This design comes from an exercise in tuning for small area, a short achievable clock period and few clock cycles per item on the open sky130 flow, not from production work. Where RTL was checked, it was by simulation tests only, not by an equivalence proof against the original. Only the layout flow was run in runs 3 and 4; the RTL was not checked for function there.

## flow/config.mk

```make
export PLATFORM = sky130hd
export DESIGN_NAME = rgb_to_hue_saturation_top
export DESIGN_NICKNAME = rgb_to_hue_saturation_top
export VERILOG_FILES = /design/flow/design.v
export SDC_FILE = /design/flow/constraint.sdc
export NUM_CORES = 4
export LEC_CHECK = 0
export ABC_CLOCK_PERIOD_IN_PS = 2500
export CAP_MARGIN = 20
export CORE_MARGIN = 2
export CORE_UTILIZATION = 40
export SETUP_SLACK_MARGIN = 3.0
export SLEW_MARGIN = 20
```

## flow/constraint.sdc

```tcl
create_clock -name core_clock -period 5.5 [get_ports {i_clk}]
set_input_delay 1.1000 -clock core_clock [delete_from_list [all_inputs] [get_ports {i_clk}]]
set_output_delay 1.1000 -clock core_clock [all_outputs]
set_load 0.01 [all_outputs]
```

## flow/run.sh

```bash
#!/bin/bash
# synth_recipe.tcl (not shown) runs the flow's synth.tcl, then flattens the netlist and writes it again
# the make line also repeats each setting of config.mk as NAME=value (left out here)
make -C /OpenROAD-flow-scripts/flow DESIGN_CONFIG=/design/flow/config.mk WORK_HOME=/design/flow/orfs CLKGATE_MAP_FILE= SYNTH_SCRIPT=/design/flow/synth_recipe.tcl finish
```

## flow/design.v

```verilog
`timescale 1ns / 1ps
`default_nettype none
module rgb_to_hue_saturation_top (
    input  logic       i_clk,
    input  logic       i_rst_n,
    input  logic       i_valid,
    output logic       o_ready,
    input  logic [7:0] i_red,
    input  logic [7:0] i_green,
    input  logic [7:0] i_blue,
    output logic       o_valid,
    input  logic       i_ready,
    output logic [7:0] o_hue,
    output logic [7:0] o_saturation
);
    logic w_en;
    logic [10:0] r_vld;
    logic [0:0] w_c_rg_0;
    logic [0:0] w_c_rb_0;
    logic [0:0] w_c_gb_0;
    logic [7:0] r1_B;
    logic [7:0] r1_G;
    logic [7:0] r1_R;
    logic [0:0] r1_c_gb;
    logic [0:0] r1_c_rb;
    logic [0:0] r1_c_rg;
    logic [0:0] w_rmx_0;
    logic [0:0] w_gmx_0;
    logic [2:0] w_j_0;
    logic [7:0] w_vmx_0;
    logic [7:0] w_vmn_0;
    logic [7:0] w_vmd_0;
    logic [0:0] w_odd_0;
    logic [7:0] w_ra_0;
    logic [7:0] w_rb_0;
    logic [7:0] w_d_0;
    logic [7:0] w_rp_0;
    logic [0:0] w_nzd_0;
    logic [0:0] w_nzr_0;
    logic [7:0] w_mx_0;
    logic [7:0] r2_d;
    logic [2:0] r2_j;
    logic [7:0] r2_mx;
    logic [0:0] r2_nzd;
    logic [0:0] r2_nzr;
    logic [7:0] r2_rp;
    logic [2:0] w_cs_0;
    logic [2:0] w_ch_0;
    logic [0:0] w_hl1_0;
    logic [0:0] w_hl2_0;
    logic [0:0] w_hl3_0;
    logic [0:0] w_hl4_0;
    logic [0:0] w_hl5_0;
    logic [0:0] w_hl6_0;
    logic [8:0] w_hh9_0;
    logic [8:0] w_sh9_0;
    logic [9:0] w_hdf_0;
    logic [9:0] w_sdf_0;
    logic [0:0] w_hq7_0;
    logic [0:0] w_sq7_0;
    logic [7:0] w_hr7_0;
    logic [7:0] w_sr7_0;
    logic [8:0] w_hh9_1;
    logic [8:0] w_sh9_1;
    logic [2:0] w_hm_0;
    logic [7:0] r3_d;
    logic [8:0] r3_hh9;
    logic [0:0] r3_hl1;
    logic [0:0] r3_hl2;
    logic [0:0] r3_hl3;
    logic [0:0] r3_hl4;
    logic [0:0] r3_hl5;
    logic [2:0] r3_hm;
    logic [2:0] r3_j;
    logic [7:0] r3_mx;
    logic [8:0] r3_sh9;
    logic [0:0] r3_sq7;
    logic [9:0] w_hdf_1;
    logic [9:0] w_sdf_1;
    logic [0:0] w_hq6_0;
    logic [0:0] w_sq6_0;
    logic [7:0] w_hr6_0;
    logic [7:0] w_sr6_0;
    logic [8:0] w_hh9_2;
    logic [8:0] w_sh9_2;
    logic [3:0] w_hv6_0;
    logic [0:0] w_hb6_0;
    logic [2:0] w_hm_1;
    logic [7:0] r4_d;
    logic [8:0] r4_hh9;
    logic [0:0] r4_hl1;
    logic [0:0] r4_hl2;
    logic [0:0] r4_hl3;
    logic [0:0] r4_hl4;
    logic [2:0] r4_hm;
    logic [2:0] r4_j;
    logic [7:0] r4_mx;
    logic [8:0] r4_sh9;
    logic [0:0] r4_sq6;
    logic [0:0] r4_sq7;
    logic [9:0] w_hdf_2;
    logic [9:0] w_sdf_2;
    logic [0:0] w_hq5_0;
    logic [0:0] w_sq5_0;
    logic [7:0] w_hr5_0;
    logic [7:0] w_sr5_0;
    logic [8:0] w_hh9_3;
    logic [8:0] w_sh9_3;
    logic [3:0] w_hv5_0;
    logic [0:0] w_hb5_0;
    logic [2:0] w_hm_2;
    logic [7:0] r5_d;
    logic [0:0] r5_hb5;
    logic [8:0] r5_hh9;
    logic [0:0] r5_hl1;
    logic [0:0] r5_hl2;
    logic [0:0] r5_hl3;
    logic [2:0] r5_hm;
    logic [2:0] r5_j;
    logic [7:0] r5_mx;
    logic [8:0] r5_sh9;
    logic [0:0] r5_sq5;
    logic [0:0] r5_sq6;
    logic [0:0] r5_sq7;
    logic [9:0] w_hdf_3;
    logic [9:0] w_sdf_3;
    logic [0:0] w_hq4_0;
    logic [0:0] w_sq4_0;
    logic [7:0] w_hr4_0;
    logic [7:0] w_sr4_0;
    logic [8:0] w_hh9_4;
    logic [8:0] w_sh9_4;
    logic [3:0] w_hv4_0;
    logic [0:0] w_hb4_0;
    logic [2:0] w_hm_3;
    logic [7:0] r6_d;
    logic [0:0] r6_hb4;
    logic [0:0] r6_hb5;
    logic [8:0] r6_hh9;
    logic [0:0] r6_hl1;
    logic [0:0] r6_hl2;
    logic [2:0] r6_hm;
    logic [2:0] r6_j;
    logic [7:0] r6_mx;
    logic [8:0] r6_sh9;
    logic [0:0] r6_sq4;
    logic [0:0] r6_sq5;
    logic [0:0] r6_sq6;
    logic [0:0] r6_sq7;
    logic [9:0] w_hdf_4;
    logic [9:0] w_sdf_4;
    logic [0:0] w_hq3_0;
    logic [0:0] w_sq3_0;
    logic [7:0] w_hr3_0;
    logic [7:0] w_sr3_0;
    logic [8:0] w_hh9_5;
    logic [8:0] w_sh9_5;
    logic [3:0] w_hv3_0;
    logic [0:0] w_hb3_0;
    logic [2:0] w_hm_4;
    logic [7:0] r7_d;
    logic [0:0] r7_hb3;
    logic [0:0] r7_hb4;
    logic [0:0] r7_hb5;
    logic [8:0] r7_hh9;
    logic [0:0] r7_hl1;
    logic [2:0] r7_hm;
    logic [2:0] r7_j;
    logic [7:0] r7_mx;
    logic [8:0] r7_sh9;
    logic [0:0] r7_sq3;
    logic [0:0] r7_sq4;
    logic [0:0] r7_sq5;
    logic [0:0] r7_sq6;
    logic [0:0] r7_sq7;
    logic [9:0] w_hdf_5;
    logic [9:0] w_sdf_5;
    logic [0:0] w_hq2_0;
    logic [0:0] w_sq2_0;
    logic [7:0] w_hr2_0;
    logic [7:0] w_sr2_0;
    logic [8:0] w_hh9_6;
    logic [8:0] w_sh9_6;
    logic [3:0] w_hv2_0;
    logic [0:0] w_hb2_0;
    logic [2:0] w_hm_5;
    logic [7:0] r8_d;
    logic [0:0] r8_hb2;
    logic [0:0] r8_hb3;
    logic [0:0] r8_hb4;
    logic [0:0] r8_hb5;
    logic [8:0] r8_hh9;
    logic [2:0] r8_hm;
    logic [2:0] r8_j;
    logic [7:0] r8_mx;
    logic [8:0] r8_sh9;
    logic [0:0] r8_sq2;
    logic [0:0] r8_sq3;
    logic [0:0] r8_sq4;
    logic [0:0] r8_sq5;
    logic [0:0] r8_sq6;
    logic [0:0] r8_sq7;
    logic [9:0] w_hdf_6;
    logic [9:0] w_sdf_6;
    logic [0:0] w_hq1_0;
    logic [0:0] w_sq1_0;
    logic [7:0] w_hr1_0;
    logic [7:0] w_sr1_0;
    logic [8:0] w_hh9_7;
    logic [8:0] w_sh9_7;
    logic [3:0] w_hv1_0;
    logic [0:0] w_hb1_0;
    logic [2:0] w_hm_6;
    logic [7:0] r9_d;
    logic [0:0] r9_hb1;
    logic [0:0] r9_hb2;
    logic [0:0] r9_hb3;
    logic [0:0] r9_hb4;
    logic [0:0] r9_hb5;
    logic [8:0] r9_hh9;
    logic [2:0] r9_hm;
    logic [2:0] r9_j;
    logic [7:0] r9_mx;
    logic [8:0] r9_sh9;
    logic [0:0] r9_sq1;
    logic [0:0] r9_sq2;
    logic [0:0] r9_sq3;
    logic [0:0] r9_sq4;
    logic [0:0] r9_sq5;
    logic [0:0] r9_sq6;
    logic [0:0] r9_sq7;
    logic [9:0] w_hdf_7;
    logic [9:0] w_sdf_7;
    logic [0:0] w_hq0_0;
    logic [0:0] w_sq0_0;
    logic [3:0] w_hv0_0;
    logic [0:0] w_hb0_0;
    logic [2:0] w_hm_7;
    logic [0:0] w_z_0;
    logic [0:0] w_hc_0;
    logic [7:0] w_hA_0;
    logic [7:0] r10_hA;
    logic [0:0] r10_hb0;
    logic [0:0] r10_hc;
    logic [0:0] r10_sq0;
    logic [0:0] r10_sq1;
    logic [0:0] r10_sq2;
    logic [0:0] r10_sq3;
    logic [0:0] r10_sq4;
    logic [0:0] r10_sq5;
    logic [0:0] r10_sq6;
    logic [0:0] r10_sq7;
    logic [0:0] r10_z;
    logic [7:0] w_SQ_0;
    logic [7:0] w_hue_0;
    logic [7:0] w_sat_0;
    logic [7:0] r11_hue;
    logic [7:0] r11_sat;
    logic       r_sv;
    logic       r_ordy;
    logic [7:0] r_skid_hue;
    logic [7:0] r_skid_sat;
    logic       w_ofree;
    logic       w_vin;
    assign w_c_rg_0 = i_red >= i_green;
    assign w_c_rb_0 = i_red >= i_blue;
    assign w_c_gb_0 = i_green >= i_blue;
    assign w_rmx_0 = r1_c_rg & r1_c_rb;
    assign w_gmx_0 = !r1_c_rg & r1_c_gb;
    assign w_j_0 = w_rmx_0 ? (r1_c_gb ? 3'd0 : 3'd5) : (w_gmx_0 ? (r1_c_rb ? 3'd1 : 3'd2) : (r1_c_rg ? 3'd4 : 3'd3));
    assign w_vmx_0 = w_rmx_0 ? r1_R : (w_gmx_0 ? r1_G : r1_B);
    assign w_vmn_0 = (!r1_c_rg & !r1_c_rb) ? r1_R : ((r1_c_rg & !r1_c_gb) ? r1_G : r1_B);
    assign w_vmd_0 = (r1_c_rg ^ r1_c_rb) ? r1_R : ((r1_c_rg ^ !r1_c_gb) ? r1_G : r1_B);
    assign w_odd_0 = w_rmx_0 ? !r1_c_gb : (w_gmx_0 ? r1_c_rb : !r1_c_rg);
    assign w_ra_0 = w_odd_0 ? w_vmx_0 : w_vmd_0;
    assign w_rb_0 = w_odd_0 ? w_vmd_0 : w_vmn_0;
    assign w_d_0 = w_vmx_0 - w_vmn_0;
    assign w_rp_0 = w_ra_0 - w_rb_0;
    assign w_nzd_0 = w_vmx_0[5:0] != w_vmn_0[5:0];
    assign w_nzr_0 = w_ra_0[5:0] != w_rb_0[5:0];
    assign w_mx_0 = w_vmx_0 | {7'b0, (w_vmx_0 == 8'd0)};
    assign w_cs_0 = 3'(r2_d[7:6]) + 3'(r2_nzd);
    assign w_ch_0 = 3'(r2_rp[7:6]) + 3'(r2_nzr);
    assign w_hl1_0 = r2_rp[0];
    assign w_hl2_0 = r2_rp[1] ^ (|r2_rp[0:0]);
    assign w_hl3_0 = r2_rp[2] ^ (|r2_rp[1:0]);
    assign w_hl4_0 = r2_rp[3] ^ (|r2_rp[2:0]);
    assign w_hl5_0 = r2_rp[4] ^ (|r2_rp[3:0]);
    assign w_hl6_0 = r2_rp[5] ^ (|r2_rp[4:0]);
    assign w_hh9_0 = {r2_rp, 1'b0} - 9'(w_ch_0);
    assign w_sh9_0 = {r2_d, 1'b0} - 9'(w_cs_0);
    assign w_hdf_0 = {1'b0, r2_rp, 1'b0} - {2'b0, r2_d} - 10'(w_ch_0);
    assign w_sdf_0 = {1'b0, r2_d, 1'b0} - {2'b0, r2_mx} - 10'(w_cs_0);
    assign w_hq7_0 = !w_hdf_0[9];
    assign w_sq7_0 = !w_sdf_0[9];
    assign w_hr7_0 = w_hdf_0[9] ? w_hh9_0[7:0] : w_hdf_0[7:0];
    assign w_sr7_0 = w_sdf_0[9] ? w_sh9_0[7:0] : w_sdf_0[7:0];
    assign w_hh9_1 = {w_hr7_0, w_hl6_0};
    assign w_sh9_1 = {w_sr7_0, (r2_d[5] ^ (|r2_d[4:0]))};
    assign w_hm_0 = {2'b0, w_hq7_0};
    assign w_hdf_1 = {1'b0, r3_hh9} - {2'b0, r3_d};
    assign w_sdf_1 = {1'b0, r3_sh9} - {2'b0, r3_mx};
    assign w_hq6_0 = !w_hdf_1[9];
    assign w_sq6_0 = !w_sdf_1[9];
    assign w_hr6_0 = w_hdf_1[9] ? r3_hh9[7:0] : w_hdf_1[7:0];
    assign w_sr6_0 = w_sdf_1[9] ? r3_sh9[7:0] : w_sdf_1[7:0];
    assign w_hh9_2 = {w_hr6_0, r3_hl5};
    assign w_sh9_2 = {w_sr6_0, (r3_d[4] ^ (|r3_d[3:0]))};
    assign w_hv6_0 = {r3_hm, w_hq6_0};
    assign w_hb6_0 = w_hv6_0 >= 4'd6;
    assign w_hm_1 = 3'(w_hb6_0 ? w_hv6_0 - 4'd6 : w_hv6_0);
    assign w_hdf_2 = {1'b0, r4_hh9} - {2'b0, r4_d};
    assign w_sdf_2 = {1'b0, r4_sh9} - {2'b0, r4_mx};
    assign w_hq5_0 = !w_hdf_2[9];
    assign w_sq5_0 = !w_sdf_2[9];
    assign w_hr5_0 = w_hdf_2[9] ? r4_hh9[7:0] : w_hdf_2[7:0];
    assign w_sr5_0 = w_sdf_2[9] ? r4_sh9[7:0] : w_sdf_2[7:0];
    assign w_hh9_3 = {w_hr5_0, r4_hl4};
    assign w_sh9_3 = {w_sr5_0, (r4_d[3] ^ (|r4_d[2:0]))};
    assign w_hv5_0 = {r4_hm, w_hq5_0};
    assign w_hb5_0 = w_hv5_0 >= 4'd6;
    assign w_hm_2 = 3'(w_hb5_0 ? w_hv5_0 - 4'd6 : w_hv5_0);
    assign w_hdf_3 = {1'b0, r5_hh9} - {2'b0, r5_d};
    assign w_sdf_3 = {1'b0, r5_sh9} - {2'b0, r5_mx};
    assign w_hq4_0 = !w_hdf_3[9];
    assign w_sq4_0 = !w_sdf_3[9];
    assign w_hr4_0 = w_hdf_3[9] ? r5_hh9[7:0] : w_hdf_3[7:0];
    assign w_sr4_0 = w_sdf_3[9] ? r5_sh9[7:0] : w_sdf_3[7:0];
    assign w_hh9_4 = {w_hr4_0, r5_hl3};
    assign w_sh9_4 = {w_sr4_0, (r5_d[2] ^ (|r5_d[1:0]))};
    assign w_hv4_0 = {r5_hm, w_hq4_0};
    assign w_hb4_0 = w_hv4_0 >= 4'd6;
    assign w_hm_3 = 3'(w_hb4_0 ? w_hv4_0 - 4'd6 : w_hv4_0);
    assign w_hdf_4 = {1'b0, r6_hh9} - {2'b0, r6_d};
    assign w_sdf_4 = {1'b0, r6_sh9} - {2'b0, r6_mx};
    assign w_hq3_0 = !w_hdf_4[9];
    assign w_sq3_0 = !w_sdf_4[9];
    assign w_hr3_0 = w_hdf_4[9] ? r6_hh9[7:0] : w_hdf_4[7:0];
    assign w_sr3_0 = w_sdf_4[9] ? r6_sh9[7:0] : w_sdf_4[7:0];
    assign w_hh9_5 = {w_hr3_0, r6_hl2};
    assign w_sh9_5 = {w_sr3_0, (r6_d[1] ^ (|r6_d[0:0]))};
    assign w_hv3_0 = {r6_hm, w_hq3_0};
    assign w_hb3_0 = w_hv3_0 >= 4'd6;
    assign w_hm_4 = 3'(w_hb3_0 ? w_hv3_0 - 4'd6 : w_hv3_0);
    assign w_hdf_5 = {1'b0, r7_hh9} - {2'b0, r7_d};
    assign w_sdf_5 = {1'b0, r7_sh9} - {2'b0, r7_mx};
    assign w_hq2_0 = !w_hdf_5[9];
    assign w_sq2_0 = !w_sdf_5[9];
    assign w_hr2_0 = w_hdf_5[9] ? r7_hh9[7:0] : w_hdf_5[7:0];
    assign w_sr2_0 = w_sdf_5[9] ? r7_sh9[7:0] : w_sdf_5[7:0];
    assign w_hh9_6 = {w_hr2_0, r7_hl1};
    assign w_sh9_6 = {w_sr2_0, r7_d[0]};
    assign w_hv2_0 = {r7_hm, w_hq2_0};
    assign w_hb2_0 = w_hv2_0 >= 4'd6;
    assign w_hm_5 = 3'(w_hb2_0 ? w_hv2_0 - 4'd6 : w_hv2_0);
    assign w_hdf_6 = {1'b0, r8_hh9} - {2'b0, r8_d};
    assign w_sdf_6 = {1'b0, r8_sh9} - {2'b0, r8_mx};
    assign w_hq1_0 = !w_hdf_6[9];
    assign w_sq1_0 = !w_sdf_6[9];
    assign w_hr1_0 = w_hdf_6[9] ? r8_hh9[7:0] : w_hdf_6[7:0];
    assign w_sr1_0 = w_sdf_6[9] ? r8_sh9[7:0] : w_sdf_6[7:0];
    assign w_hh9_7 = {w_hr1_0, 1'b0};
    assign w_sh9_7 = {w_sr1_0, 1'b0};
    assign w_hv1_0 = {r8_hm, w_hq1_0};
    assign w_hb1_0 = w_hv1_0 >= 4'd6;
    assign w_hm_6 = 3'(w_hb1_0 ? w_hv1_0 - 4'd6 : w_hv1_0);
    assign w_hdf_7 = {1'b0, r9_hh9} - {2'b0, r9_d};
    assign w_sdf_7 = {1'b0, r9_sh9} - {2'b0, r9_mx};
    assign w_hq0_0 = !w_hdf_7[9];
    assign w_sq0_0 = !w_sdf_7[9];
    assign w_hv0_0 = {r9_hm, w_hq0_0};
    assign w_hb0_0 = w_hv0_0 >= 4'd6;
    assign w_hm_7 = 3'(w_hb0_0 ? w_hv0_0 - 4'd6 : w_hv0_0);
    assign w_z_0 = r9_d == 8'd0;
    assign w_hc_0 = (r9_j == 3'd1 || r9_j == 3'd4) ? (w_hm_7 >= 3'd1) : (r9_j == 3'd2 || r9_j == 3'd5) ? (w_hm_7 >= 3'd5) : (w_hm_7 >= 3'd3);
    assign w_hA_0 = (r9_j == 3'd0 ? 8'd0 : r9_j == 3'd1 ? 8'd42 : r9_j == 3'd2 ? 8'd85 : r9_j == 3'd3 ? 8'd127 : r9_j == 3'd4 ? 8'd169 : 8'd212) + {2'b0, r9_hb5, r9_hb4, r9_hb3, r9_hb2, r9_hb1, 1'b0};
    assign w_SQ_0 = {r10_sq7, r10_sq6, r10_sq5, r10_sq4, r10_sq3, r10_sq2, r10_sq1, r10_sq0};
    assign w_hue_0 = r10_z ? 8'd0 : (r10_hA + 8'(r10_hb0) + 8'(r10_hc));
    assign w_sat_0 = w_SQ_0;
    assign w_en    = !r_sv;
    assign o_ready = r_ordy;
    assign w_ofree = !r_vld[10] || i_ready;
    assign w_vin   = r_vld[9] && w_en;
    always_ff @(posedge i_clk) begin
        if (!i_rst_n) begin
            r_vld <= '0;
            r_sv  <= 1'b0;
            r_ordy <= 1'b1;
        end else begin
            if (w_en) r_vld[9:0] <= {r_vld[8:0], i_valid};
            if (w_ofree) r_vld[10] <= r_sv || w_vin;
            if (r_sv) begin
                if (w_ofree) begin
                    r_sv   <= 1'b0;
                    r_ordy <= 1'b1;
                end
            end else if (w_vin && !w_ofree) begin
                r_sv   <= 1'b1;
                r_ordy <= 1'b0;
            end
        end
    end
    always_ff @(posedge i_clk) begin
        if (w_en) begin
            r1_B <= i_blue;
            r1_G <= i_green;
            r1_R <= i_red;
            r1_c_gb <= w_c_gb_0;
            r1_c_rb <= w_c_rb_0;
            r1_c_rg <= w_c_rg_0;
            r2_d <= w_d_0;
            r2_j <= w_j_0;
            r2_mx <= w_mx_0;
            r2_nzd <= w_nzd_0;
            r2_nzr <= w_nzr_0;
            r2_rp <= w_rp_0;
            r3_d <= r2_d;
            r3_hh9 <= w_hh9_1;
            r3_hl1 <= w_hl1_0;
            r3_hl2 <= w_hl2_0;
            r3_hl3 <= w_hl3_0;
            r3_hl4 <= w_hl4_0;
            r3_hl5 <= w_hl5_0;
            r3_hm <= w_hm_0;
            r3_j <= r2_j;
            r3_mx <= r2_mx;
            r3_sh9 <= w_sh9_1;
            r3_sq7 <= w_sq7_0;
            r4_d <= r3_d;
            r4_hh9 <= w_hh9_2;
            r4_hl1 <= r3_hl1;
            r4_hl2 <= r3_hl2;
            r4_hl3 <= r3_hl3;
            r4_hl4 <= r3_hl4;
            r4_hm <= w_hm_1;
            r4_j <= r3_j;
            r4_mx <= r3_mx;
            r4_sh9 <= w_sh9_2;
            r4_sq6 <= w_sq6_0;
            r4_sq7 <= r3_sq7;
            r5_d <= r4_d;
            r5_hb5 <= w_hb5_0;
            r5_hh9 <= w_hh9_3;
            r5_hl1 <= r4_hl1;
            r5_hl2 <= r4_hl2;
            r5_hl3 <= r4_hl3;
            r5_hm <= w_hm_2;
            r5_j <= r4_j;
            r5_mx <= r4_mx;
            r5_sh9 <= w_sh9_3;
            r5_sq5 <= w_sq5_0;
            r5_sq6 <= r4_sq6;
            r5_sq7 <= r4_sq7;
            r6_d <= r5_d;
            r6_hb4 <= w_hb4_0;
            r6_hb5 <= r5_hb5;
            r6_hh9 <= w_hh9_4;
            r6_hl1 <= r5_hl1;
            r6_hl2 <= r5_hl2;
            r6_hm <= w_hm_3;
            r6_j <= r5_j;
            r6_mx <= r5_mx;
            r6_sh9 <= w_sh9_4;
            r6_sq4 <= w_sq4_0;
            r6_sq5 <= r5_sq5;
            r6_sq6 <= r5_sq6;
            r6_sq7 <= r5_sq7;
            r7_d <= r6_d;
            r7_hb3 <= w_hb3_0;
            r7_hb4 <= r6_hb4;
            r7_hb5 <= r6_hb5;
            r7_hh9 <= w_hh9_5;
            r7_hl1 <= r6_hl1;
            r7_hm <= w_hm_4;
            r7_j <= r6_j;
            r7_mx <= r6_mx;
            r7_sh9 <= w_sh9_5;
            r7_sq3 <= w_sq3_0;
            r7_sq4 <= r6_sq4;
            r7_sq5 <= r6_sq5;
            r7_sq6 <= r6_sq6;
            r7_sq7 <= r6_sq7;
            r8_d <= r7_d;
            r8_hb2 <= w_hb2_0;
            r8_hb3 <= r7_hb3;
            r8_hb4 <= r7_hb4;
            r8_hb5 <= r7_hb5;
            r8_hh9 <= w_hh9_6;
            r8_hm <= w_hm_5;
            r8_j <= r7_j;
            r8_mx <= r7_mx;
            r8_sh9 <= w_sh9_6;
            r8_sq2 <= w_sq2_0;
            r8_sq3 <= r7_sq3;
            r8_sq4 <= r7_sq4;
            r8_sq5 <= r7_sq5;
            r8_sq6 <= r7_sq6;
            r8_sq7 <= r7_sq7;
            r9_d <= r8_d;
            r9_hb1 <= w_hb1_0;
            r9_hb2 <= r8_hb2;
            r9_hb3 <= r8_hb3;
            r9_hb4 <= r8_hb4;
            r9_hb5 <= r8_hb5;
            r9_hh9 <= w_hh9_7;
            r9_hm <= w_hm_6;
            r9_j <= r8_j;
            r9_mx <= r8_mx;
            r9_sh9 <= w_sh9_7;
            r9_sq1 <= w_sq1_0;
            r9_sq2 <= r8_sq2;
            r9_sq3 <= r8_sq3;
            r9_sq4 <= r8_sq4;
            r9_sq5 <= r8_sq5;
            r9_sq6 <= r8_sq6;
            r9_sq7 <= r8_sq7;
            r10_hA <= w_hA_0;
            r10_hb0 <= w_hb0_0;
            r10_hc <= w_hc_0;
            r10_sq0 <= w_sq0_0;
            r10_sq1 <= r9_sq1;
            r10_sq2 <= r9_sq2;
            r10_sq3 <= r9_sq3;
            r10_sq4 <= r9_sq4;
            r10_sq5 <= r9_sq5;
            r10_sq6 <= r9_sq6;
            r10_sq7 <= r9_sq7;
            r10_z <= w_z_0;
        end
    end
    always_ff @(posedge i_clk) begin
        if (!r_sv && w_vin && !w_ofree) begin
            r_skid_hue <= w_hue_0;
            r_skid_sat <= w_sat_0;
        end
    end
    always_ff @(posedge i_clk) begin
        if (w_ofree) begin
            r11_hue <= r_sv ? r_skid_hue : w_hue_0;
            r11_sat <= r_sv ? r_skid_sat : w_sat_0;
        end
    end
    assign o_valid      = r_vld[10];
    assign o_hue        = r11_hue;
    assign o_saturation = r11_sat;
endmodule
`default_nettype wire
```

==> results.cfg, run 1 <==
[routing]
drt-initial-drc-count = 405
firstDrtPassIters = 7
totalWireLength_um = 39980
avgViaCountPerCell = 4.900
vias = 13940
route.detailed.drc = 0
ant_nets = 0
wl_per_cell_um = 14.05

[floorplanning]
core_region_area_mm2 = 0.05792
ioPinCount = 46
fp.dieH_um = 246.7
initial_core_util = 0.4067
rows = 88
die_area_mm2 = 0.06085
fp.dieW_um = 246.7

[global_route]
globalRouteTotalUtil = 0.1322
grt_max_degree = 180
gr-total-overflow = 0
grt_pass1_wl_um = 66090
grt_pass1_vias = 14440
antenna_found_initial = 0

[setup_path]
path_cells = ha_2, ha_4, inv_4, fa_1, ha_4, a21oi_4, nor2_1, o21a_1, o41a_1, a31oi_1, buf_4, mux2_4
crit_buf_inv = 2
startpoint_type = register
critPathMaxStageDelay_ns = 0.44
rrSetupSlack_ns = 2.43
critPathKind = register to register
critPathTopFamily = adder cells
path_max_fanout = 3
critPathRequiredTime_ns = 5.84
crit_slowest_cell = fa_1
worstSetupEndpointType = register
cp.arrival_ns = 3.41
cp_common_cell = ha_4

[clock_network]
cts_buffers = 50
clockBufferDepth = 3
cts_tree = built
htreeDepth = 2
cts_hold_buf = 0
clk_pin_slew_ns = 0.06
clock_sinks = 452
root_buffer = clkbuf_16
clk_latency_ns = 0.60

[synth]
syn_avg_cell_area_um2 = 12.65
synth_top_area_frac = 0.5596
yosysWarnings = 1
synth-seq-area-share = 0.5707
syn_nets = 2116
netlist_top_cells_area = edfxtp_1 56%, ha_1 11%, inv_1 4.1%, mux2i_1 2.9%, mux2_2 2.9%
synth_edf_count = 439
ys_seq_elements = 452
ys.flop_type = edfxtp_1
yosysUniqueCellTypes = 63
syn-instance-count = 1862
syn_area_mm2 = 0.02356
async_reset_ff_frac = 0
synth_largest_area_cell = edfxtp_1

[place]
place.gp.congestion = 0.8425
pre_cts_slack_ns = 1.934
place_area_mm2 = 0.02516
hpwl_um = 27600
port_buffers = 45

[finish]
layout.nets = 2294
n_fill_cell = 5090
design_area_mm2 = 0.02822
final_cell_mix = 439 x edfxtp_1, 239 x inv_1, 177 x ha_1
area_growth_syn_to_layout_pct = 19.78
drive_above_1_share = 0.1807
final_common_cell = edfxtp_1
antenna_cells = 0

[sta]
drv_slew = 0
fmax_mhz = 325.4
rsz0062_at_grt = yes
finalSetupViolations = 0
fin_crit_sh = 0.5587
hold_viol = 0
period_minus_slack_ns = 3.073
relSlewSlack = 0.3675
finClkSkew_ns = 0.01322
worst_pin_slew_ns = 0.9487
worst_slack_ns = 2.427

[outcome]
outcome = timing/DRC/antenna clean

[min_path]
hold_path_class = register to register

[job]
maxCapViolCount = 0
-- cells by family after synthesis --
group	count (synthesis)	synth area share
AO/OA/AOI/OAI	336	0.09423
flip-flops	452	0.5707
XOR/XNOR	99	0.03681
AND/OR/NAND/NOR	338	0.06666
adder cells (fa/ha/maj)	226	0.1271
buffers and inverters	280	0.04547
multiplexers	131	0.05912
-- worst reg2reg max path, cell delays in order, from the launching register on --
cell and delay (ns):
edfxtp_1 0.40, ha_2 0.20, ha_4 0.16, inv_4 0.05
fa_1 0.44, ha_4 0.25, a21oi_4 0.14, nor2_1 0.05
o21a_1 0.18, o41a_1 0.34, a31oi_1 0.15, buf_4 0.17
mux2_4 0.30
-- flip-flops by register name, summed over array words and instances, names as in the netlist, 9 cells and up --
signal	flops
r4_hh9	9
r3_sh9	9
r7_sh9	9
r7_hh9	9
r6_hh9	9
r5_hh9	9
r5_sh9	9
r8_hh9	9
r6_sh9	9
r_vld	11
r4_sh9	9
r3_hh9	9
-- metal layers --
layer,up-vias,wire length [um],GRT usage
li1,7012,-,-
met1,6644,15740,0.1376
met2,191,21320,0.2556
met3,97,1430,0.02692
met4,0,1485,0.05422
met5,-,0,0
-- Yosys cell counts (all sizes together), types with 2 or more instances --
cell type / n
a311oi: 4
a2111oi: 3
or2: 2
nor2b: 48
or3: 2
a21boi: 18
edfxtp: 439
nor4: 12
mux2i: 69
nand2b: 23
and2: 3
nand4: 2
a211o: 4
o31ai: 12
buf: 9
o31a: 5
a211oi: 19
nor3: 21
a21o: 47
a21oi: 98
and4: 3
a31o: 3
o41a: 2
mux2: 62
dfxtp: 13
o21bai: 6
inv: 258
nor2: 143
nand3: 8
xnor2: 69
nand2: 65
clkbuf: 13
a22oi: 5
a31oi: 3
ha: 204
o21a: 26
and3: 3
fa: 22
o21ai: 76
xor2: 30
-- per-stage QoR --
| step | cells | hold WS (ns) | TNS [ns] | utilization |
|---|---|---|---|---|
| floorplan | 1862 | 0.4003 | -606.63 | - |
| global placement | 2657 | 0.4001 | 0 | 0.4345 |
| detailed placement | 2657 | 0.4045 | 0 | 0.4345 |
| CTS | 2813 | 0.4062 | 0 | 0.4785 |
| global route | 2846 | 0.4207 | 0 | 0.4872 |
| finish | 2846 | 0.4043 | 0 | 0.4872 |
-- timing repair --
item,in CTS,in global routing
setup endpoints to repair,128,404
gates cloned,1,1
hold endpoints to repair,0,0
gates resized for setup,108,73
pin swaps,46,38
buffers inserted,62,32
-- final timing paths --
| kind | startpoint | to | depth (start not counted) |
|---|---|---|---|
| worst max-delay path | r2_d[6]$_DFFE_PN_ | r3_sh9[1]$_DFFE_PN_ | 12 |
| worst min-delay path | r5_hl2$_DFFE_PN_ | r6_hl2$_DFFE_PN_ | 0 |
| worst max register to register | r2_d[6]$_DFFE_PN_ | r3_sh9[1]$_DFFE_PN_ | 12 |
| worst min register to register | r5_hl2$_DFFE_PN_ | r6_hl2$_DFFE_PN_ | 0 |
-- cell type report --
class                   count  area (um^2)  area share
clock inverters            34        312.8     0.01109
flip-flops and latches    452        13440      0.4764
inverters                 258        994.7     0.03525
repair inverters            1        5.005   0.0001774
repair buffers            147         1379     0.04887
multi-input cells        1130         9818      0.3480
well taps                 765        957.2     0.03392
clock buffers              59         1306     0.04629
Testbench counts, summed over its fixed seeds: cycles 16,088, items 16,000.
==> run 2, diff against run 1 <==
--- a/flow/config.mk
+++ b/flow/config.mk
@@ -7,3 +7,3 @@
 export LEC_CHECK = 0
-export ABC_CLOCK_PERIOD_IN_PS = 2500
+export ABC_CLOCK_PERIOD_IN_PS = 3000
 export CAP_MARGIN = 20
@@ -11,3 +11,3 @@
 export CORE_UTILIZATION = 40
-export SETUP_SLACK_MARGIN = 3.0
+export SETUP_SLACK_MARGIN = 2.5
 export SLEW_MARGIN = 20
==> run 2 against run 1 <==
  * Final area decreased by 3.1%
  * Global-route usage decreased by 0.21 points
  * Clock skew up 0.015 ns
  * Sequential share of layout area grew 1.5 points
==> results.cfg, run 2 <==
[floorplanning]
fp.dieH_um = 246.7
ioPinCount = 46
core_region_area_mm2 = 0.05792
fp.dieW_um = 246.7
initial_core_util = 0.4067
die_area_mm2 = 0.06085
rows = 88

[setup_path]
critPathMaxStageDelay_ns = 0.44
crit_slowest_cell = edfxtp_1
worstSetupEndpointType = register
startpoint_type = register
r2r_end = r2_rp[6]$_DFFE_PN_
crit_buf_inv = 1
critPathTopFamily = adder cells
rrSetupSlack_ns = 2.36
critPathKind = register to register
path_cells = ha_2, a21o_1, o21ai_4, buf_6, mux2_4, ha_2, fa_2, nor2b_1, o21ai_0, nand2b_1, a21o_1, a21oi_2, xnor2_1
rr_worst_depth = 13
cp.arrival_ns = 3.48
endpoint = r2_rp[6]$_DFFE_PN_
critPathRequiredTime_ns = 5.84
timing.rr.start = r1_c_rg$_DFFE_PN_
cp-startpoint = r1_c_rg$_DFFE_PN_
cp.depth = 13
path_max_fanout = 19

[routing]
vias = 13670
avgViaCountPerCell = 4.891
wl_per_cell_um = 13.78
route.detailed.drc = 0
totalWireLength_um = 38510
drt-initial-drc-count = 486
ant_nets = 0
firstDrtPassIters = 5

[finish]
final_cell_mix = 439 x edfxtp_1, 249 x inv_1, 185 x ha_1
layout.nets = 2243
design_area_mm2 = 0.02735
final_common_cell = edfxtp_1
drive_above_1_share = 0.1286
top_register = r_vld
largest_register_ffs = 11
antenna_cells = 0
area_growth_syn_to_layout_pct = 16.10

[place]
hpwl_um = 26910
place.gp.congestion = 0.8298
port_buffers = 45
place_area_mm2 = 0.02503
pre_cts_slack_ns = 1.906

[global_route]
grt_pass1_wl_um = 65220
antenna_found_initial = 0
grt_pass1_vias = 14270
gr-total-overflow = 0
grt_max_degree = 181
globalRouteTotalUtil = 0.1301

[synth]
syn_nets = 2116
syn_area_mm2 = 0.02356
syn-instance-count = 1862
yosysWarnings = 1
synth_top_area_frac = 0.5596
synth.most_common_cell = edfxtp_1
synth_edf_count = 439
ys.flop_type = edfxtp_1
ys_seq_elements = 452
synth_largest_area_cell = edfxtp_1
syn_avg_cell_area_um2 = 12.65
synthTopCellsByCount = 439 x edfxtp_1, 258 x inv_1, 204 x ha_1, 143 x nor2_1, 96 x a21oi_1
yosysUniqueCellTypes = 63
synth-seq-area-share = 0.5707
netlist_top_cells_area = edfxtp_1 56%, ha_1 11%, inv_1 4.1%, mux2i_1 2.9%, mux2_2 2.9%
async_reset_ff_frac = 0

[sta]
finClkSkew_ns = 0.02860
rsz0062_at_grt = yes
worst_slack_ns = 2.357
worst_pin_slew_ns = 1.028
relSlewSlack = 0.3145
setup-tns-final_ns = 0
drv_slew = 0
hold_viol = 0
finalSetupViolations = 0
period_minus_slack_ns = 3.143
fmax_mhz = 318.1
fin_crit_sh = 0.5715

[clock_network]
cts_tree = built
clock_sinks = 452
cts_buffers = 50
root_buffer = clkbuf_16
clk_latency_ns = 0.61
cts_hold_buf = 0
htreeDepth = 2
clk_pin_slew_ns = 0.06
clockBufferDepth = 3

[job]
maxCapViolCount = 0

[outcome]
outcome = timing/DRC/antenna clean

[min_path]
hold_path_class = register to register
whs_path_depth = 0
-- run 2: logic make-up (layout without fill, tap and decap cells) --
logic type,Yosys count,count (layout),share of synthesized area
mux,131,131,0.05912
compound gates,336,336,0.09423
simple gates,338,338,0.06666
flops,452,452,0.5707
xor+xnor,99,99,0.03681
fa+ha+maj,226,226,0.1271
buf+inv,280,447,0.04547
-- run 2: worst min path at each step --
stage | startpoint | end | slack (ns)
after floorplan | r9_sq1$_DFFE_PN_ | r10_sq1$_DFFE_PN_ | 0.40
after global placement | r8_hb3$_DFFE_PN_ | r9_hb3$_DFFE_PN_ | 0.40
after detailed placement | r9_sq1$_DFFE_PN_ | r10_sq1$_DFFE_PN_ | 0.40
after CTS | r4_sq6$_DFFE_PN_ | r5_sq6$_DFFE_PN_ | 0.40
after global routing | r4_sq6$_DFFE_PN_ | r5_sq6$_DFFE_PN_ | 0.40
final | r4_sq6$_DFFE_PN_ | r5_sq6$_DFFE_PN_ | 0.40
-- run 2: layer usage --
layer	up-vias	wire length (um)	GRT usage
met4	0	1443	0.05581
met2	176	20220	0.2469
met3	87	1340	0.02768
met1	6471	15510	0.1379
li1	6932	-	-
met5	-	0	0
-- run 2: through the flow --
stage / hold WS, ns / util / std cells
global placement: 0.4006 / 0.4322 / 2656
finish: 0.4012 / 0.4722 / 2794
floorplan: 0.4003 / - / 1862
global route: 0.4044 / 0.4722 / 2794
CTS: 0.3955 / 0.4678 / 2776
detailed placement: 0.4045 / 0.4322 / 2656
-- run 2: final cells by class --
type | instances | area, um^2
inverter | 258 | 977.2
timing repair buffer | 97 | 903.4
sequential | 452 | 13440
clock buffer | 69 | 1384
tap | 765 | 957.2
fill | 5132 | 30570
multi-input combinational | 1130 | 9346
clock inverter | 23 | 337.8
-- run 2: timing repair --
| item | in CTS | in global routing |
|---|---|---|
| setup buffers | 28 | 18 |
| pin swaps | 18 | 27 |
| setup endpoints to repair | 28 | 24 |
| resized for setup | 28 | 37 |
==> run 3, diff against run 2 <==
--- a/flow/design.v
+++ b/flow/design.v
@@ -63,3 +63,3 @@
     logic [8:0] w_hh9_1;
-    logic [8:0] w_sh9_1;
+    logic [7:0] w_sr_0;
     logic [2:0] w_hm_0;
@@ -75,4 +75,5 @@
     logic [7:0] r3_mx;
-    logic [8:0] r3_sh9;
     logic [0:0] r3_sq7;
+    logic [7:0] r3_sr;
+    logic [8:0] w_sh9_1;
     logic [9:0] w_hdf_1;
@@ -84,3 +85,3 @@
     logic [8:0] w_hh9_2;
-    logic [8:0] w_sh9_2;
+    logic [7:0] w_sr_1;
     logic [3:0] w_hv6_0;
@@ -97,5 +98,6 @@
     logic [7:0] r4_mx;
-    logic [8:0] r4_sh9;
     logic [0:0] r4_sq6;
     logic [0:0] r4_sq7;
+    logic [7:0] r4_sr;
+    logic [8:0] w_sh9_2;
     logic [9:0] w_hdf_2;
@@ -107,3 +109,3 @@
     logic [8:0] w_hh9_3;
-    logic [8:0] w_sh9_3;
+    logic [7:0] w_sr_2;
     logic [3:0] w_hv5_0;
@@ -120,3 +122,2 @@
     logic [7:0] r5_mx;
-    logic [8:0] r5_sh9;
     logic [0:0] r5_sq5;
@@ -124,2 +125,4 @@
     logic [0:0] r5_sq7;
+    logic [7:0] r5_sr;
+    logic [8:0] w_sh9_3;
     logic [9:0] w_hdf_3;
@@ -131,3 +134,3 @@
     logic [8:0] w_hh9_4;
-    logic [8:0] w_sh9_4;
+    logic [7:0] w_sr_3;
     logic [3:0] w_hv4_0;
@@ -144,3 +147,2 @@
     logic [7:0] r6_mx;
-    logic [8:0] r6_sh9;
     logic [0:0] r6_sq4;
@@ -149,2 +151,4 @@
     logic [0:0] r6_sq7;
+    logic [7:0] r6_sr;
+    logic [8:0] w_sh9_4;
     logic [9:0] w_hdf_4;
@@ -156,3 +160,3 @@
     logic [8:0] w_hh9_5;
-    logic [8:0] w_sh9_5;
+    logic [7:0] w_sr_4;
     logic [3:0] w_hv3_0;
@@ -169,3 +173,2 @@
     logic [7:0] r7_mx;
-    logic [8:0] r7_sh9;
     logic [0:0] r7_sq3;
@@ -175,2 +178,4 @@
     logic [0:0] r7_sq7;
+    logic [7:0] r7_sr;
+    logic [8:0] w_sh9_5;
     logic [9:0] w_hdf_5;
@@ -182,3 +187,3 @@
     logic [8:0] w_hh9_6;
-    logic [8:0] w_sh9_6;
+    logic [7:0] w_sr_5;
     logic [3:0] w_hv2_0;
@@ -195,3 +200,2 @@
     logic [7:0] r8_mx;
-    logic [8:0] r8_sh9;
     logic [0:0] r8_sq2;
@@ -202,2 +206,4 @@
     logic [0:0] r8_sq7;
+    logic [7:0] r8_sr;
+    logic [8:0] w_sh9_6;
     logic [9:0] w_hdf_6;
@@ -209,3 +215,3 @@
     logic [8:0] w_hh9_7;
-    logic [8:0] w_sh9_7;
+    logic [7:0] w_sr_6;
     logic [3:0] w_hv1_0;
@@ -223,3 +229,2 @@
     logic [7:0] r9_mx;
-    logic [8:0] r9_sh9;
     logic [0:0] r9_sq1;
@@ -231,2 +236,4 @@
     logic [0:0] r9_sq7;
+    logic [7:0] r9_sr;
+    logic [8:0] w_sh9_7;
     logic [9:0] w_hdf_7;
@@ -258,8 +265,4 @@
     logic [7:0] r11_sat;
-    logic       r_sv;
-    logic       r_ordy;
-    logic [7:0] r_skid_hue;
-    logic [7:0] r_skid_sat;
-    logic       w_ofree;
-    logic       w_vin;
+    assign w_en    = !r_vld[10] || i_ready;
+    assign o_ready = w_en;
     assign w_c_rg_0 = i_red >= i_green;
@@ -298,6 +301,7 @@
     assign w_hh9_1 = {w_hr7_0, w_hl6_0};
-    assign w_sh9_1 = {w_sr7_0, (r2_d[5] ^ (|r2_d[4:0]))};
+    assign w_sr_0 = w_sr7_0;
     assign w_hm_0 = {2'b0, w_hq7_0};
+    assign w_sh9_1 = {r3_sr, (r3_d[5] ^ (|r3_d[4:0]))};
     assign w_hdf_1 = {1'b0, r3_hh9} - {2'b0, r3_d};
-    assign w_sdf_1 = {1'b0, r3_sh9} - {2'b0, r3_mx};
+    assign w_sdf_1 = {1'b0, w_sh9_1} - {2'b0, r3_mx};
     assign w_hq6_0 = !w_hdf_1[9];
@@ -305,5 +309,5 @@
     assign w_hr6_0 = w_hdf_1[9] ? r3_hh9[7:0] : w_hdf_1[7:0];
-    assign w_sr6_0 = w_sdf_1[9] ? r3_sh9[7:0] : w_sdf_1[7:0];
+    assign w_sr6_0 = w_sdf_1[9] ? w_sh9_1[7:0] : w_sdf_1[7:0];
     assign w_hh9_2 = {w_hr6_0, r3_hl5};
-    assign w_sh9_2 = {w_sr6_0, (r3_d[4] ^ (|r3_d[3:0]))};
+    assign w_sr_1 = w_sr6_0;
     assign w_hv6_0 = {r3_hm, w_hq6_0};
@@ -311,4 +315,5 @@
     assign w_hm_1 = 3'(w_hb6_0 ? w_hv6_0 - 4'd6 : w_hv6_0);
+    assign w_sh9_2 = {r4_sr, (r4_d[4] ^ (|r4_d[3:0]))};
     assign w_hdf_2 = {1'b0, r4_hh9} - {2'b0, r4_d};
-    assign w_sdf_2 = {1'b0, r4_sh9} - {2'b0, r4_mx};
+    assign w_sdf_2 = {1'b0, w_sh9_2} - {2'b0, r4_mx};
     assign w_hq5_0 = !w_hdf_2[9];
@@ -316,5 +321,5 @@
     assign w_hr5_0 = w_hdf_2[9] ? r4_hh9[7:0] : w_hdf_2[7:0];
-    assign w_sr5_0 = w_sdf_2[9] ? r4_sh9[7:0] : w_sdf_2[7:0];
+    assign w_sr5_0 = w_sdf_2[9] ? w_sh9_2[7:0] : w_sdf_2[7:0];
     assign w_hh9_3 = {w_hr5_0, r4_hl4};
-    assign w_sh9_3 = {w_sr5_0, (r4_d[3] ^ (|r4_d[2:0]))};
+    assign w_sr_2 = w_sr5_0;
     assign w_hv5_0 = {r4_hm, w_hq5_0};
@@ -322,4 +327,5 @@
     assign w_hm_2 = 3'(w_hb5_0 ? w_hv5_0 - 4'd6 : w_hv5_0);
+    assign w_sh9_3 = {r5_sr, (r5_d[3] ^ (|r5_d[2:0]))};
     assign w_hdf_3 = {1'b0, r5_hh9} - {2'b0, r5_d};
-    assign w_sdf_3 = {1'b0, r5_sh9} - {2'b0, r5_mx};
+    assign w_sdf_3 = {1'b0, w_sh9_3} - {2'b0, r5_mx};
     assign w_hq4_0 = !w_hdf_3[9];
@@ -327,5 +333,5 @@
     assign w_hr4_0 = w_hdf_3[9] ? r5_hh9[7:0] : w_hdf_3[7:0];
-    assign w_sr4_0 = w_sdf_3[9] ? r5_sh9[7:0] : w_sdf_3[7:0];
+    assign w_sr4_0 = w_sdf_3[9] ? w_sh9_3[7:0] : w_sdf_3[7:0];
     assign w_hh9_4 = {w_hr4_0, r5_hl3};
-    assign w_sh9_4 = {w_sr4_0, (r5_d[2] ^ (|r5_d[1:0]))};
+    assign w_sr_3 = w_sr4_0;
     assign w_hv4_0 = {r5_hm, w_hq4_0};
@@ -333,4 +339,5 @@
     assign w_hm_3 = 3'(w_hb4_0 ? w_hv4_0 - 4'd6 : w_hv4_0);
+    assign w_sh9_4 = {r6_sr, (r6_d[2] ^ (|r6_d[1:0]))};
     assign w_hdf_4 = {1'b0, r6_hh9} - {2'b0, r6_d};
-    assign w_sdf_4 = {1'b0, r6_sh9} - {2'b0, r6_mx};
+    assign w_sdf_4 = {1'b0, w_sh9_4} - {2'b0, r6_mx};
     assign w_hq3_0 = !w_hdf_4[9];
@@ -338,5 +345,5 @@
     assign w_hr3_0 = w_hdf_4[9] ? r6_hh9[7:0] : w_hdf_4[7:0];
-    assign w_sr3_0 = w_sdf_4[9] ? r6_sh9[7:0] : w_sdf_4[7:0];
+    assign w_sr3_0 = w_sdf_4[9] ? w_sh9_4[7:0] : w_sdf_4[7:0];
     assign w_hh9_5 = {w_hr3_0, r6_hl2};
-    assign w_sh9_5 = {w_sr3_0, (r6_d[1] ^ (|r6_d[0:0]))};
+    assign w_sr_4 = w_sr3_0;
     assign w_hv3_0 = {r6_hm, w_hq3_0};
@@ -344,4 +351,5 @@
     assign w_hm_4 = 3'(w_hb3_0 ? w_hv3_0 - 4'd6 : w_hv3_0);
+    assign w_sh9_5 = {r7_sr, (r7_d[1] ^ (|r7_d[0:0]))};
     assign w_hdf_5 = {1'b0, r7_hh9} - {2'b0, r7_d};
-    assign w_sdf_5 = {1'b0, r7_sh9} - {2'b0, r7_mx};
+    assign w_sdf_5 = {1'b0, w_sh9_5} - {2'b0, r7_mx};
     assign w_hq2_0 = !w_hdf_5[9];
@@ -349,5 +357,5 @@
     assign w_hr2_0 = w_hdf_5[9] ? r7_hh9[7:0] : w_hdf_5[7:0];
-    assign w_sr2_0 = w_sdf_5[9] ? r7_sh9[7:0] : w_sdf_5[7:0];
+    assign w_sr2_0 = w_sdf_5[9] ? w_sh9_5[7:0] : w_sdf_5[7:0];
     assign w_hh9_6 = {w_hr2_0, r7_hl1};
-    assign w_sh9_6 = {w_sr2_0, r7_d[0]};
+    assign w_sr_5 = w_sr2_0;
     assign w_hv2_0 = {r7_hm, w_hq2_0};
@@ -355,4 +363,5 @@
     assign w_hm_5 = 3'(w_hb2_0 ? w_hv2_0 - 4'd6 : w_hv2_0);
+    assign w_sh9_6 = {r8_sr, r8_d[0]};
     assign w_hdf_6 = {1'b0, r8_hh9} - {2'b0, r8_d};
-    assign w_sdf_6 = {1'b0, r8_sh9} - {2'b0, r8_mx};
+    assign w_sdf_6 = {1'b0, w_sh9_6} - {2'b0, r8_mx};
     assign w_hq1_0 = !w_hdf_6[9];
@@ -360,5 +369,5 @@
     assign w_hr1_0 = w_hdf_6[9] ? r8_hh9[7:0] : w_hdf_6[7:0];
-    assign w_sr1_0 = w_sdf_6[9] ? r8_sh9[7:0] : w_sdf_6[7:0];
+    assign w_sr1_0 = w_sdf_6[9] ? w_sh9_6[7:0] : w_sdf_6[7:0];
     assign w_hh9_7 = {w_hr1_0, 1'b0};
-    assign w_sh9_7 = {w_sr1_0, 1'b0};
+    assign w_sr_6 = w_sr1_0;
     assign w_hv1_0 = {r8_hm, w_hq1_0};
@@ -366,4 +375,5 @@
     assign w_hm_6 = 3'(w_hb1_0 ? w_hv1_0 - 4'd6 : w_hv1_0);
+    assign w_sh9_7 = {r9_sr, 1'b0};
     assign w_hdf_7 = {1'b0, r9_hh9} - {2'b0, r9_d};
-    assign w_sdf_7 = {1'b0, r9_sh9} - {2'b0, r9_mx};
+    assign w_sdf_7 = {1'b0, w_sh9_7} - {2'b0, r9_mx};
     assign w_hq0_0 = !w_hdf_7[9];
@@ -379,6 +389,2 @@
     assign w_sat_0 = w_SQ_0;
-    assign w_en    = !r_sv;
-    assign o_ready = r_ordy;
-    assign w_ofree = !r_vld[10] || i_ready;
-    assign w_vin   = r_vld[9] && w_en;
     always_ff @(posedge i_clk) begin
@@ -386,16 +392,4 @@
             r_vld <= '0;
-            r_sv  <= 1'b0;
-            r_ordy <= 1'b1;
-        end else begin
-            if (w_en) r_vld[9:0] <= {r_vld[8:0], i_valid};
-            if (w_ofree) r_vld[10] <= r_sv || w_vin;
-            if (r_sv) begin
-                if (w_ofree) begin
-                    r_sv   <= 1'b0;
-                    r_ordy <= 1'b1;
-                end
-            end else if (w_vin && !w_ofree) begin
-                r_sv   <= 1'b1;
-                r_ordy <= 1'b0;
-            end
+        end else if (w_en) begin
+            r_vld <= {r_vld[9:0], i_valid};
         end
@@ -426,4 +420,4 @@
             r3_mx <= r2_mx;
-            r3_sh9 <= w_sh9_1;
             r3_sq7 <= w_sq7_0;
+            r3_sr <= w_sr_0;
             r4_d <= r3_d;
@@ -437,5 +431,5 @@
             r4_mx <= r3_mx;
-            r4_sh9 <= w_sh9_2;
             r4_sq6 <= w_sq6_0;
             r4_sq7 <= r3_sq7;
+            r4_sr <= w_sr_1;
             r5_d <= r4_d;
@@ -449,3 +443,2 @@
             r5_mx <= r4_mx;
-            r5_sh9 <= w_sh9_3;
             r5_sq5 <= w_sq5_0;
@@ -453,2 +446,3 @@
             r5_sq7 <= r4_sq7;
+            r5_sr <= w_sr_2;
             r6_d <= r5_d;
@@ -462,3 +456,2 @@
             r6_mx <= r5_mx;
-            r6_sh9 <= w_sh9_4;
             r6_sq4 <= w_sq4_0;
@@ -467,2 +460,3 @@
             r6_sq7 <= r5_sq7;
+            r6_sr <= w_sr_3;
             r7_d <= r6_d;
@@ -476,3 +470,2 @@
             r7_mx <= r6_mx;
-            r7_sh9 <= w_sh9_5;
             r7_sq3 <= w_sq3_0;
@@ -482,2 +475,3 @@
             r7_sq7 <= r6_sq7;
+            r7_sr <= w_sr_4;
             r8_d <= r7_d;
@@ -491,3 +485,2 @@
             r8_mx <= r7_mx;
-            r8_sh9 <= w_sh9_6;
             r8_sq2 <= w_sq2_0;
@@ -498,2 +491,3 @@
             r8_sq7 <= r7_sq7;
+            r8_sr <= w_sr_5;
             r9_d <= r8_d;
@@ -508,3 +502,2 @@
             r9_mx <= r8_mx;
-            r9_sh9 <= w_sh9_7;
             r9_sq1 <= w_sq1_0;
@@ -516,2 +509,3 @@
             r9_sq7 <= r8_sq7;
+            r9_sr <= w_sr_6;
             r10_hA <= w_hA_0;
@@ -528,14 +522,4 @@
             r10_z <= w_z_0;
-        end
-    end
-    always_ff @(posedge i_clk) begin
-        if (!r_sv && w_vin && !w_ofree) begin
-            r_skid_hue <= w_hue_0;
-            r_skid_sat <= w_sat_0;
-        end
-    end
-    always_ff @(posedge i_clk) begin
-        if (w_ofree) begin
-            r11_hue <= r_sv ? r_skid_hue : w_hue_0;
-            r11_sat <= r_sv ? r_skid_sat : w_sat_0;
+            r11_hue <= w_hue_0;
+            r11_sat <= w_sat_0;
         end
--- a/flow/config.mk
+++ b/flow/config.mk
@@ -11,2 +11,3 @@
 export CORE_UTILIZATION = 40
+export CTS_BUF_LIST = sky130_fd_sc_hd__clkbuf_4 sky130_fd_sc_hd__clkbuf_8
 export SETUP_SLACK_MARGIN = 2.5
==> run 3 against run 2 <==
  * Setup slack gained 0.15 ns
  * Clock skew grew 0.0053 ns
  * Critical path type unchanged
  * Wire length grew 3.1%
  * Synthesized area shrank 3.6%
  * Fmax grew 5.2%
  * Global-route usage grew 0.67 points
  * Critical path depth grew 2
  * Register-to-register slack gained 0.15 ns
  * Non-clock buffer count shrank 1
==> results.cfg, run 3 <==
[global_route]
grt_pass1_wl_um = 66740
globalRouteTotalUtil = 0.1369
grt_pass1_vias = 14750
grt_max_degree = 200
gr-total-overflow = 0
antenna_found_initial = 1

[min_path]
min_to = r5_hh9[0]$_DFFE_PP_
whs_path_depth = 0
hp-start = r4_hl4$_DFFE_PP_
hold_path_class = register to register

[finish]
area_growth_syn_to_layout_pct = 15.60
final_cell_mix = 418 x edfxtp_1, 247 x inv_1, 187 x ha_1
layout.nets = 2303
drive_above_1_share = 0.1260
top_register = r_vld
largest_register_ffs = 11
final_common_cell = edfxtp_1

[clock_network]
cts_tree = built
clockBufferDepth = 3
clk_latency_ns = 0.64
htreeDepth = 3
clk_pin_slew_ns = 0.06
cts_hold_buf = 0
cts_buffers = 76
clock_sinks = 429
root_buffer = clkbuf_8

[sta]
fmax_mhz = 334.6
setup-tns-final_ns = 0
fin_crit_sh = 0.5433
drv_slew = 0
hold_viol = 0
finalSetupViolations = 0
rsz0062_at_grt = yes
period_minus_slack_ns = 2.988
worst_slack_ns = 2.512
relSlewSlack = 0.2830
worst_pin_slew_ns = 1.076
finClkSkew_ns = 0.03392

[synth]
netlist_top_cells_area = edfxtp_1 55%, ha_1 11%, inv_1 4.2%, mux2i_1 2.5%, a21oi_1 2.4%
synth_largest_area_cell = edfxtp_1
synth_adder_area_share = 0.1318
synthTopCellsByCount = 418 x edfxtp_1, 255 x inv_1, 204 x ha_1, 134 x nor2_1, 110 x a21oi_1
synth-xor-area-share = 0.02930
synth.most_common_cell = edfxtp_1
synth_top_family_by_area = adder cells
syn-instance-count = 1897
syn_area_mm2 = 0.02272
syn_nets = 2151
synth_top_area_frac = 0.5526
yosysWarnings = 1
ys.flop_type = edfxtp_1
yosys.area_share.simple = 0.08653
synth_edf_count = 418
synth_compound_area_frac = 0.1130
synthMuxAreaShare = 0.02925
async_reset_ff_frac = 0
ys_seq_elements = 429
syn_avg_cell_area_um2 = 11.97
yosysUniqueCellTypes = 58
synth-seq-area-share = 0.5623

[setup_path]
cp.arrival_ns = 3.36
r2r_end = r2_rp[6]$_DFFE_PP_
rrSetupSlack_ns = 2.51
critPathTopFamily = adder cells
startpoint_type = register
crit_buf_inv = 3
path_max_fanout = 6
path_cells = inv_2, ha_4, inv_2, a21o_1, o21ai_4, buf_12, mux2_4, ha_4, fa_2, nor2b_1, o21ai_1, nand2b_1, a21o_1, a21oi_2, xnor2_1
crit_slowest_cell = edfxtp_1
timing.rr.start = r1_c_rg$_DFFE_PP_
critPathKind = register to register
critPathRequiredTime_ns = 5.87
rr_worst_depth = 15
critPathMaxStageDelay_ns = 0.44
worstSetupEndpointType = register

[routing]
vias = 14070
route.detailed.drc = 0
wl_per_cell_um = 13.88
drt-initial-drc-count = 647
totalWireLength_um = 39720
avgViaCountPerCell = 4.919
ant_nets = 0
firstDrtPassIters = 5

[floorplanning]
die_area_mm2 = 0.05871
core_region_area_mm2 = 0.05628
fp.dieW_um = 242.3
ioPinCount = 46
rows = 87
initial_core_util = 0.4036
fp.dieH_um = 242.3

[place]
pre_cts_slack_ns = 1.653
hpwl_um = 28080
port_buffers = 45
place.gp.congestion = 0.8477

[outcome]
outcome = timing/DRC/antenna clean

[job]
maxCapViolCount = 0
-- run 3: changes by cell type after synthesis, moves of 26 or more --
| cell | before | now |
|---|---|---|
| xnor2_1 | 69 | 43 |
| mux2_2 | 61 | 7 |
| a21o_1 | 47 | 10 |
| nand3_1 | 8 | 56 |
| o21ai_0 | 66 | 108 |
| o31ai_1 | 11 | 46 |
-- run 3: cell type report --
cell class                      count  area (um^2)
Fill cell                        5062        30020
Inverter                          258        989.7
Clock inverter                     30        161.4
Timing Repair Buffer               96        892.1
Sequential cell                   429        12770
Timing Repair inverter              2        17.52
Antenna cell                        2        5.005
Clock buffer                      102         1254
Multi-Input combinational cell   1186         9221
Tap cell                          756        945.9
-- run 3: kinds of logic after synthesis --
group	count (synthesis)
DFF	429
and+or+nand+nor	416
AOI/OAI and AO/OA	403
buffers and inverters	282
adders and majority gates	226
xor gates and xnor gates	76
muxes	65
-- run 3: through the flow --
step           cells  instance area (um^2)  hold WS (ns)  utilization
2_1_floorplan   1897                 22790        0.4003            -
3_3_place_gp    2678                 24090        0.4015       0.4281
3_5_place_dp    2678                 24090        0.4045       0.4281
4_1_cts         2846                 25970        0.3930       0.4615
5_1_grt         2861                 26260        0.4128       0.4666
6_report        2861                 26260        0.3914       0.4666
-- run 3: worst register-to-register path, stage by stage (launching register included) --
cell and delay [ns]:
edfxtp_1 0.44, inv_2 0.12, ha_4 0.17, inv_2 0.04
a21o_1 0.18, o21ai_4 0.14, buf_12 0.14, mux2_4 0.31
ha_4 0.17, fa_2 0.37, nor2b_1 0.14, o21ai_1 0.08
nand2b_1 0.10, a21o_1 0.14, a21oi_2 0.06, xnor2_1 0.12
-- run 3: how the worst max path moves through the flow --
stage          cells past startpoint              start  slack, ns            endpoint
6_report                          15  r1_c_rg$_DFFE_PP_       2.51  r2_rp[6]$_DFFE_PP_
5_1_grt                           15  r1_c_rg$_DFFE_PP_       2.38  r2_rp[6]$_DFFE_PP_
4_1_cts                           11  r2_d[6]$_DFFE_PP_       2.44  r3_sr[0]$_DFFE_PP_
3_5_place_dp                       4            i_ready       1.65             o_ready
3_3_place_gp                       4            i_ready       1.66             o_ready
2_1_floorplan                      3            i_ready       2.11             o_ready
-- run 3: repair_timing --
item | in CTS | in global routing
setup endpoints to repair | 27 | 39
cloned | 2 | 0
setup buffers | 34 | 13
pin swaps | 20 | 29
resized for setup | 34 | 45
-- run 3: metal layers --
layer  wire [um]  vias up  global-route usage
li1            -     7139                   -
met1       15500     6620              0.1383
met3        1573       81             0.02969
met4        1176        0             0.06481
met2       21480      232              0.2643
met5           0        -                   0
==> run 4, diff against run 3 <==
--- a/flow/config.mk
+++ b/flow/config.mk
@@ -10,3 +10,3 @@
 export CORE_MARGIN = 2
-export CORE_UTILIZATION = 40
+export CORE_UTILIZATION = 60
 export CTS_BUF_LIST = sky130_fd_sc_hd__clkbuf_4 sky130_fd_sc_hd__clkbuf_8
==> run 4 against run 3 <==
  * Synthesized cell count did not move
  * Global-route usage grew 7.1 points
  * Setup slack got worse by 0.0092 ns
  * First-iteration DRC count grew 17%
  * Critical path depth did not move
  * Via count is 0.90% higher
  * Clock skew shrank 0.0062 ns
  * Wire length is 1.3% higher
  * Sequential cell count unchanged
  * Still clean
  * Register-to-register slack hardly changed
  * Critical path type unchanged
==> results.cfg, run 4 <==
[floorplanning]
core_region_area_mm2 = 0.03749
fp.dieW_um = 198.6
initial_core_util = 0.6059
die_area_mm2 = 0.03943
ioPinCount = 46
rows = 71
fp.dieH_um = 198.6

[place]
place_area_mm2 = 0.02379
place.gp.congestion = 0.8318
port_buffers = 45
hpwl_um = 27790
dp_cells = 2434

[synth]
synth_edf_count = 418
synth_top_area_frac = 0.5526
syn_nets = 2151
syn-instance-count = 1897
ys.flop_type = edfxtp_1
synth_adder_area_share = 0.1318
synth_largest_area_cell = edfxtp_1
synth-seq-area-share = 0.5623
synth_top_family_by_area = adder cells
yosysWarnings = 1
synthMuxAreaShare = 0.02925
synth-xor-area-share = 0.02930
netlist_top_cells_area = edfxtp_1 55%, ha_1 11%, inv_1 4.2%, mux2i_1 2.5%, a21oi_1 2.4%
syn_area_mm2 = 0.02272
async_reset_ff_frac = 0
synth_compound_area_frac = 0.1130
yosys.area_share.simple = 0.08653
ys_seq_elements = 429
yosysUniqueCellTypes = 58
synthTopCellsByCount = 418 x edfxtp_1, 255 x inv_1, 204 x ha_1, 134 x nor2_1, 110 x a21oi_1
synth.most_common_cell = edfxtp_1
syn_avg_cell_area_um2 = 11.97

[sta]
relSlewSlack = 0.5246
rsz0062_at_grt = yes
finClkSkew_ns = 0.02769
hold_viol = 0
fmax_mhz = 333.6
holdWs_ns = 0.3991
finalSetupViolations = 0
period_minus_slack_ns = 2.997
setup-tns-final_ns = 0
fin_crit_sh = 0.5450
worst_pin_slew_ns = 0.7130
drv_slew = 0

[outcome]
outcome = timing/DRC/antenna clean

[routing]
route.detailed.drc = 0
wl_per_cell_um = 15.39
highest-signal-layer = met4
wl_met1_um = 16570
firstDrtPassIters = 5
drt-initial-drc-count = 755
totalWireLength_um = 40220
vias = 14200
met2_length_um = 21020
avgViaCountPerCell = 5.432
ant_nets = 0
wl_met3_um = 1538

[global_route]
globalRouteTotalUtil = 0.2083
gr-total-overflow = 0
grt_pass1_vias = 14190
antenna_found_initial = 0
grt_pass1_wl_um = 65520
grt_max_degree = 211

[finish]
final_common_cell = edfxtp_1
top_register = r_vld
largest_register_ffs = 11
final_cell_mix = 418 x edfxtp_1, 247 x inv_1, 188 x ha_1
finish.utilization = 0.6927
area_growth_syn_to_layout_pct = 14.32
design_area_mm2 = 0.02597
stdcell_count = 2614
n_fill_cell = 2773
layout.nets = 2302
drive_above_1_share = 0.1246

[clock_network]
clock_sinks = 429
cts_buffers = 72
htreeDepth = 3
clk_pin_slew_ns = 0.06
root_buffer = clkbuf_8
clockBufferDepth = 3
cts_tree = built
clk_latency_ns = 0.62

[min_path]
hold_path_class = register to register

[setup_path]
path_max_fanout = 4
cp.arrival_ns = 3.35
worstSetupEndpointType = register
critPathKind = register to register
startpoint_type = register
critPathRequiredTime_ns = 5.85

[job]
maxCapViolCount = 0
## run 4: final cells by class
cell class,count,area [um^2],area share
sequential,429,12770,0.4918
multi-input combinational,1186,9193,0.3540
clock buffer,103,1249,0.04808
inverter,258,984.7,0.03792
timing repair buffer,98,959.7,0.03695
tap,511,639.4,0.02462
clock inverter,25,142.6,0.005493
timing repair inverter,3,26.28,0.001012
antenna,1,2.502,0.00009636
## run 4: logic make-up (layout without fill, tap and decap cells)
family | after synthesis | after routing
xor+xnor | 76 | 76
simple gates | 416 | 416
buf+inv | 282 | 487
compound gates | 403 | 403
fa+ha+maj | 226 | 226
flops | 429 | 429
mux | 65 | 65
other cells | 0 | 1
## run 4: metal layers
| layer | global-route usage | vias to the layer above |
|---|---|---|
| met5 | 0 | - |
| met1 | 0.2372 | 6746 |
| li1 | - | 7136 |
| met2 | 0.3819 | 232 |
| met4 | 0.08789 | 0 |
| met3 | 0.04001 | 85 |
## run 4: repair_timing
action                                  CTS  global route
endpoints found under the setup margin   27            34
gates cloned                              4             0
pin swaps                                19            18
hold buffers                              0             0
resized for setup                        36            38
buffers inserted                         34            12
## run 4: worst paths after layout
check	startpoint	end	slack, ns	cells after the start
max	r1_c_rg$_DFFE_PP_	r2_rp[5]$_DFFE_PP_	2.50	15
min reg2reg	r5_hl2$_DFFE_PP_	r6_hl2$_DFFE_PP_	0.40	0
max reg2reg	r1_c_rg$_DFFE_PP_	r2_rp[5]$_DFFE_PP_	2.50	15
min	r5_hl2$_DFFE_PP_	r6_hl2$_DFFE_PP_	0.40	0
## run 4: metrics by stage
| stage | worst slack (ns) |
|---|---|
| 3_3_place_gp | 1.593 |
| 2_1_floorplan | 2.113 |
| 6_report | 2.503 |
| 5_1_grt | 2.385 |
| 4_1_cts | 2.391 |
| 3_5_place_dp | 1.592 |
## run 4: worst max-delay path: stages (launching register included)
cell and delay [ns]:
edfxtp_1 0.39, buf_4 0.17, buf_4 0.14, ha_4 0.31, mux2i_1 0.20, nor2_1 0.07
a21oi_2 0.14, nor2_1 0.06, a21o_1 0.16, ha_1 0.29, nor2b_1 0.19, o21ai_2 0.09
a21boi_2 0.18, o21ai_2 0.08, nor2b_2 0.16, xnor2_1 0.13

==> port drivers added, routing unchanged <==
No port has a modelled driver above. Below, the same layouts with a new extraction and two added sets of constraints. Step 1, drivers: a clkbuf_16 drives i_clk and a buf_2 each remaining input, both assumed. Step 2 moves the port delays by t, midway between the first and last clock arrival at a register: inputs arrive t later, outputs are due t later. That takes back most of the time a late clock gives input paths. Three values: ideal, step 1, step 2; two values: the first two.
| run | t, ns | setup WS [ns] | worst register clock-pin slew, ns |
|---|---|---|---|
| run 1 | 0.650 | 2.427 / 2.427 / 2.427 | 0.06 / 0.06 |
| run 2 | 0.650 | 2.357 / 2.357 / 2.169 | 0.06 / 0.06 |
| run 3 | 0.671 | 2.512 / 2.512 / 2.228 | 0.06 / 0.06 |
| run 4 | 0.655 | 2.503 / 2.503 / 2.222 | 0.06 / 0.06 |
After both steps every run listed still meets setup and hold. The setup slack of run 3, which loses most, moves by 0.000 ns with the drivers and by -0.284 ns with both steps.
